Context: an optimization exercise on an open-source flow, tuned for small area, a short achievable clock period and few clock cycles per item. The choices shown serve that exercise and are no tape-out recipe. Where RTL was checked, it was by simulation tests only, not by an equivalence proof against the original. Power is estimated from default activity; no workload was simulated. No driver is modelled on the clock port, so clocking that relies on it looks cheaper here than on a real chip.

==> flow/design.v (excerpt) <==
module softmax_normalizer (
    input  logic        aclk,
    input  logic        aresetn,
    input  logic        s_tvalid,
    output logic        s_tready,
    input  logic [15:0] s_tdata,    
    input  logic        s_tlast,    
    output logic        m_tvalid,
    input  logic        m_tready,
    output logic [15:0] m_tdata,    
    output logic        m_tlast,    
    output logic        m_tuser     
);
Settings: LEC_CHECK=0, CAP_MARGIN=20, CORE_MARGIN=2, CORE_UTILIZATION=40, SLEW_MARGIN=20; clock period 11.0 ns.
standard.sh (not shown) runs the stock make flow with config.mk's settings and CLKGATE_MAP_FILE= SYNTH_SCRIPT=/design/flow/synth_recipe.tcl, a recipe that flattens the netlist after the stock synthesis.
==> flow/flow/run.sh <==
#!/bin/bash
# Layout flow: the standard flow (standard.sh), with the standard synthesis run
# unchanged. Changes to how the layout is made: the port buffers that placement
# inserts on every input and output are buf_4 cells; clock tree synthesis uses larger
# sink clusters and no dummy balancing loads; and the timing repair of the later steps
# aims below the clock period (a setup margin of REPAIR_MARGIN ns).
# Each step's output goes to a log of its own.
set -euo pipefail
REPAIR_MARGIN=7.6
bash standard.sh synth > synth.log 2>&1
bash standard.sh SETUP_SLACK_MARGIN=$REPAIR_MARGIN \
    "BUFFER_PORTS_ARGS=-buffer_cell sky130_fd_sc_hd__buf_4" \
    "CTS_ARGS=-sink_clustering_enable -repair_clock_nets -dont_use_dummy_load -sink_clustering_size 30" \
    finish > layout.log 2>&1
Testbench counts at the start, summed over its fixed seeds: cycles 12,162, items 10,857.
Rerun with:
==> flow/flow/run.sh (replaced) <==
#!/bin/bash
# Layout flow: the standard flow (standard.sh), with the standard synthesis run
# unchanged. Two changes to how the layout is made: the port buffers that placement
# inserts on every input and output are buf_4 cells, and the timing repair of the later
# steps aims below the clock period (a setup margin of REPAIR_MARGIN ns).
# Each step's output goes to a log of its own.
set -euo pipefail
REPAIR_MARGIN=7.2
bash standard.sh synth > synth.log 2>&1
bash standard.sh SETUP_SLACK_MARGIN=$REPAIR_MARGIN "BUFFER_PORTS_ARGS=-buffer_cell sky130_fd_sc_hd__buf_4" finish > layout.log 2>&1
Settings changed: CORE_UTILIZATION 40 to 60, PLACE_DENSITY from default to 0.7.
What happened: The new run produced a clean layout. Worst setup slack is worse by 0.085 ns. Wire length falls by a few percent. Non-clock buffer count falls by 101.
Rerun with:
==> flow/flow/run.sh (replaced) <==
#!/bin/bash
# Layout flow: the standard flow (standard.sh), with the standard synthesis run
# unchanged. Changes to how the layout is made: the port buffers that placement
# inserts on every input and output are buf_4 cells; clock tree synthesis uses larger
# sink clusters and no dummy balancing loads; and the timing repair of the later steps
# aims below the clock period (a setup margin of REPAIR_MARGIN ns).
# Each step's output goes to a log of its own.
set -euo pipefail
REPAIR_MARGIN=7.6
bash standard.sh synth > synth.log 2>&1
bash standard.sh SETUP_SLACK_MARGIN=$REPAIR_MARGIN \
    "BUFFER_PORTS_ARGS=-buffer_cell sky130_fd_sc_hd__buf_4" \
    "CTS_ARGS=-sink_clustering_enable -repair_clock_nets -dont_use_dummy_load -sink_clustering_size 30 -sink_clustering_max_diameter 150" \
    finish > layout.log 2>&1
Settings changed: CORE_UTILIZATION 60 to 40, PLACE_DENSITY 0.7 to default.
- The new run completed without violations
- hold slack is better by 0.011 ns
- cell area went down by 2.4%
- worst setup slack is better by 0.040 ns
- routed wire length went up by 0.81%
- combinational power went up by about 10%
- maximum frequency went up by 1.1%
- utilization went down by 24 points
- non-clock buffer count went up by 100
Rerun with:
--- a/flow/flow/run.sh
+++ b/flow/flow/run.sh
@@ -12,3 +12,3 @@
     "BUFFER_PORTS_ARGS=-buffer_cell sky130_fd_sc_hd__buf_4" \
-    "CTS_ARGS=-sink_clustering_enable -repair_clock_nets -dont_use_dummy_load -sink_clustering_size 30 -sink_clustering_max_diameter 150" \
+    "CTS_ARGS=-sink_clustering_enable -repair_clock_nets -dont_use_dummy_load -sink_clustering_size 30 -sink_clustering_max_diameter 100" \
     finish > layout.log 2>&1
Settings changed: CORE_UTILIZATION 40 to 60, PLACE_DENSITY from default to 0.7.
Effect:
- The new run produced a clean layout
- routed wire length is lower by 1.9%
- final area is lower by 0.97%
- synthesized cell count is unchanged
- utilization is higher by 21 points
- worst setup slack improves by 0.082 ns
- hold slack degrades by 0.043 ns
- via count is higher by 1.3%
- fmax is higher by 2.3%
- count of clock-buffer cells in the layout is higher by 12
Rerun with:
==> flow/flow/run.sh (replaced) <==
#!/bin/bash
# Layout flow: the standard flow (standard.sh), with the standard synthesis run
# unchanged. Two changes to how the layout is made: the port buffers that placement
# inserts on every input and output are buf_4 cells, and the timing repair of the later
# steps aims below the clock period (a setup margin of REPAIR_MARGIN ns).
# Each step's output goes to a log of its own.
set -euo pipefail
REPAIR_MARGIN=7.2
bash standard.sh synth > synth.log 2>&1
bash standard.sh SETUP_SLACK_MARGIN=$REPAIR_MARGIN "BUFFER_PORTS_ARGS=-buffer_cell sky130_fd_sc_hd__buf_4" finish > layout.log 2>&1
Settings changed: CORE_UTILIZATION 60 to 40, CTS_BUF_LIST from default to sky130_fd_sc_hd__clkbuf_4 sky130_fd_sc_hd__clkbuf_8, PLACE_DENSITY 0.7 to default.
Setup slack degrades by 0.24 ns.
Global-route usage drops by 8.0 points.
Utilization drops by 20 points.
Clock power climbs by about 90%.
Via count climbs by about 2%.
Register-to-register slack degrades by 0.21 ns.
Power climbs by about 10%.

* * *

Another version of the RTL of softmax_normalizer (not shown whole).
Size: about 7700 cells after synthesis, about 2400 flip-flops, ~41 I/O pins.
==> flow/design.v (excerpt) <==
module softmax_normalizer (
    input  logic        aclk,
    input  logic        aresetn,
    input  logic        s_tvalid,
    output logic        s_tready,
    input  logic [15:0] s_tdata,    
    input  logic        s_tlast,    
    output logic        m_tvalid,
    input  logic        m_tready,
    output logic [15:0] m_tdata,    
    output logic        m_tlast,    
    output logic        m_tuser     
);
    localparam int D1 = 4;    
    localparam int P1 = $clog2(D1);
    localparam int D2 = 3;    
    localparam int P2 = $clog2(D2 + 1);
    localparam logic [15:0] DIV_MASK = 16'b0010_1010_1010_1010;   
    logic        rdy_q;
    logic [6:0]  cin_q;         
    logic [15:0] x_q;
    logic        st_q, dr_q, cl_q;
    logic [6:0]  occa_q;        
    logic [P1:0] q1res_q;       
    logic        acc;
    logic        st_in;
    logic        rd_a;          
    logic        pop1;          
    assign acc   = s_tvalid && rdy_q;
    assign st_in = acc && !cin_q[6];
    logic [6:0]  occa_b, occa_n;
    logic [P1:0] q1res_b, q1res_n;
    logic [6:0]  cin_n;
    logic        occa_ok0, occa_ok1, q1_ok0, q1_ok1, cin_sat1, rdy_n;
    assign occa_b   = occa_q - 7'(rd_a);
    assign q1res_b  = q1res_q - (P1+1)'(pop1);
    assign occa_n   = occa_b + 7'(st_in);
    assign q1res_n  = q1res_b + (P1+1)'(acc && s_tlast);
  ...
clock: 11.0 ns
lec_check: 0
abc_clock_period_in_ps: 4500
cap_margin: 20
core_margin: 2
core_utilization: 40
slew_margin: 20
run.sh (not shown) runs the stock make flow with config.mk's settings and CLKGATE_MAP_FILE= SYNTH_SCRIPT=/design/flow/synth_recipe.tcl, a recipe that flattens the netlist after the stock synthesis.
Stock flow here: none of the scripts above is used.
Edit:
SETUP_SLACK_MARGIN = 5   (was unset)
=>
- final area goes up by 7.1%
- via count goes up by 4.3%
- non-clock buffer count goes up by 432
- synthesized area is unchanged
- clock skew goes down by 6.6 ps
- synthesized cell count is unchanged
Function was not checked in any run of this note: the RTL went through the layout flow alone.

* * *

Another version of the RTL of softmax_normalizer (not shown whole).
Size in the first run: ~8700 cells after synthesis, ~3100 flip-flops, roughly 140000 µm² of cells after synthesis.
export LEC_CHECK = 0
export CAP_MARGIN = 20
export CORE_MARGIN = 2
export CORE_UTILIZATION = 40
export SLEW_MARGIN = 20
create_clock -name core_clock -period 11.0 [get_ports {aclk}]
standard.sh (not shown) runs the stock make flow with config.mk's settings and CLKGATE_MAP_FILE= SYNTH_SCRIPT=/design/flow/synth_recipe.tcl, a recipe that flattens the netlist after the stock synthesis.
==> flow/flow/run.sh <==
#!/bin/bash
# Layout flow: the standard flow (standard.sh), with the standard synthesis run
# unchanged, and the timing repair of the later steps aiming below the clock period
# (a setup margin of REPAIR_MARGIN ns). Each step's output goes to a log of its own.
set -euo pipefail
REPAIR_MARGIN=6.5
bash standard.sh synth > synth.log 2>&1
bash standard.sh SETUP_SLACK_MARGIN=$REPAIR_MARGIN finish > layout.log 2>&1
The starting point finished with timing, DRC and antenna clean.
Testbench counts at the start, summed over its fixed seeds: cycles 12,425, items 10,857.
Next try:
==> flow/run.sh (new file) <==
#!/bin/bash
# synth_recipe.tcl (not shown) runs the flow's synth.tcl, then flattens the netlist and writes it again
# the make line also repeats each setting of config.mk as NAME=value (left out here)
make -C /OpenROAD-flow-scripts/flow DESIGN_CONFIG=/design/flow/config.mk WORK_HOME=/design/flow/orfs CLKGATE_MAP_FILE= SYNTH_SCRIPT=/design/flow/synth_recipe.tcl finish
- SETUP_SLACK_MARGIN: unset -> 5
removed: flow/flow/run.sh
removed: flow/standard.sh
After rerunning: The new run finished clean; global-route usage stays the same; total power does not change; hold slack stays the same; worst setup slack stays the same; count of clock-buffer cells in the layout stays the same; sequential power hardly moves.

* * *

softmax_normalizer with an RTL version that a note above also has.
Size in the first run: roughly 3100 flip-flops, ~140000 sq um of cells after synthesis.
==> flow/config.mk <==
export PLATFORM = sky130hd
export DESIGN_NAME = softmax_normalizer
export DESIGN_NICKNAME = softmax_normalizer
export VERILOG_FILES = /design/flow/design.v
export SDC_FILE = /design/flow/constraint.sdc
export NUM_CORES = 4
export LEC_CHECK = 0
export CAP_MARGIN = 20
export CORE_MARGIN = 2
export CORE_UTILIZATION = 40
export SLEW_MARGIN = 20
==> flow/constraint.sdc <==
create_clock -name core_clock -period 11.0 [get_ports {aclk}]
set_input_delay 2.2000 -clock core_clock [delete_from_list [all_inputs] [get_ports {aclk}]]
set_output_delay 2.2000 -clock core_clock [all_outputs]
set_load 0.01 [all_outputs]
==> flow/flow/run.sh <==
#!/bin/bash
# Layout flow: the standard flow (standard.sh), with the standard synthesis run
# unchanged. Two changes to how the layout is made: the port buffers that placement
# inserts on every input and output are buf_4 cells, and the timing repair of the later
# steps aims below the clock period (a setup margin of REPAIR_MARGIN ns).
# Each step's output goes to a log of its own.
set -euo pipefail
REPAIR_MARGIN=7.6
bash standard.sh synth > synth.log 2>&1
bash standard.sh SETUP_SLACK_MARGIN=$REPAIR_MARGIN "BUFFER_PORTS_ARGS=-buffer_cell sky130_fd_sc_hd__buf_4" finish > layout.log 2>&1
The baseline completed without violations.
Testbench counts at the start, summed over its fixed seeds: cycles 12,162, items 10,857.
Next try:
--- a/flow/flow/run.sh
+++ b/flow/flow/run.sh
@@ -8 +8 @@
-REPAIR_MARGIN=7.6
+REPAIR_MARGIN=7.2
- The changed run finished clean
- final area is lower by about 1.2%
- cell count is lower by about 0.7%
- combinational power is lower by about 9%
- worst hold slack is better by 0.0087 ns
- clock power is higher by about 4%
- non-clock buffer count is lower by 110
- synthesized area does not change

==> port drivers added, routing unchanged <==
In the flow no input, the clock included, has a driving cell. The finished layouts below were timed again as built, in two steps. Step 1 assumes that a clkbuf_16 drives the clock port and a buf_2 every other input. Step 2 moves the port delays by t, midway between the first and last clock arrival at a register: inputs arrive t later, outputs are due t later. That takes back most of the time a late clock gives input paths. Slacks: no drivers / after step 1 / after step 2; pairs: no drivers / after step 1.
| run | shift t [ns] | setup WS [ns] | clock arrival spread, ns | cell pins on the clock port's net |
|---|---|---|---|---|
| the first run of note 1 | 0.972 | 7.374 / 7.281 / 6.851 | 0.124 / 0.124 | 1 |
| the second run of note 1 | 1.012 | 7.289 / 7.219 / 6.755 | 0.070 / 0.070 | 1 |
| the third run of note 1 | 0.973 | 7.330 / 7.236 / 6.888 | 0.135 / 0.135 | 1 |
| the fourth run of note 1 | 0.873 | 7.412 / 7.327 / 7.076 | 0.109 / 0.109 | 1 |
| the fifth run of note 1 | 1.206 | 7.169 / 7.077 / 6.940 | 0.117 / 0.117 | 1 |
| the first run of note 2 | 0.953 | 2.142 / 2.142 / 2.142 | 0.105 / 0.106 | 1 |
| the second run of note 2 | 0.947 | 3.986 / 3.986 / 3.986 | 0.095 / 0.095 | 1 |
| the first run of note 3 | 1.008 | 6.732 / 6.637 / 6.588 | 0.120 / 0.121 | 1 |
| the second run of note 3 | 1.008 | 6.732 / 6.637 / 6.588 | 0.120 / 0.121 | 1 |
| the first run of note 4 | 1.002 | 7.371 / 7.278 / 6.857 | 0.078 / 0.077 | 1 |
| the second run of note 4 | 0.986 | 7.338 / 7.245 / 6.944 | 0.085 / 0.085 | 1 |
After both steps every run listed still meets setup and hold. For the second run of note 1, which loses most, drivers alone change the setup slack by -0.070 ns; drivers and shift together by -0.534 ns.
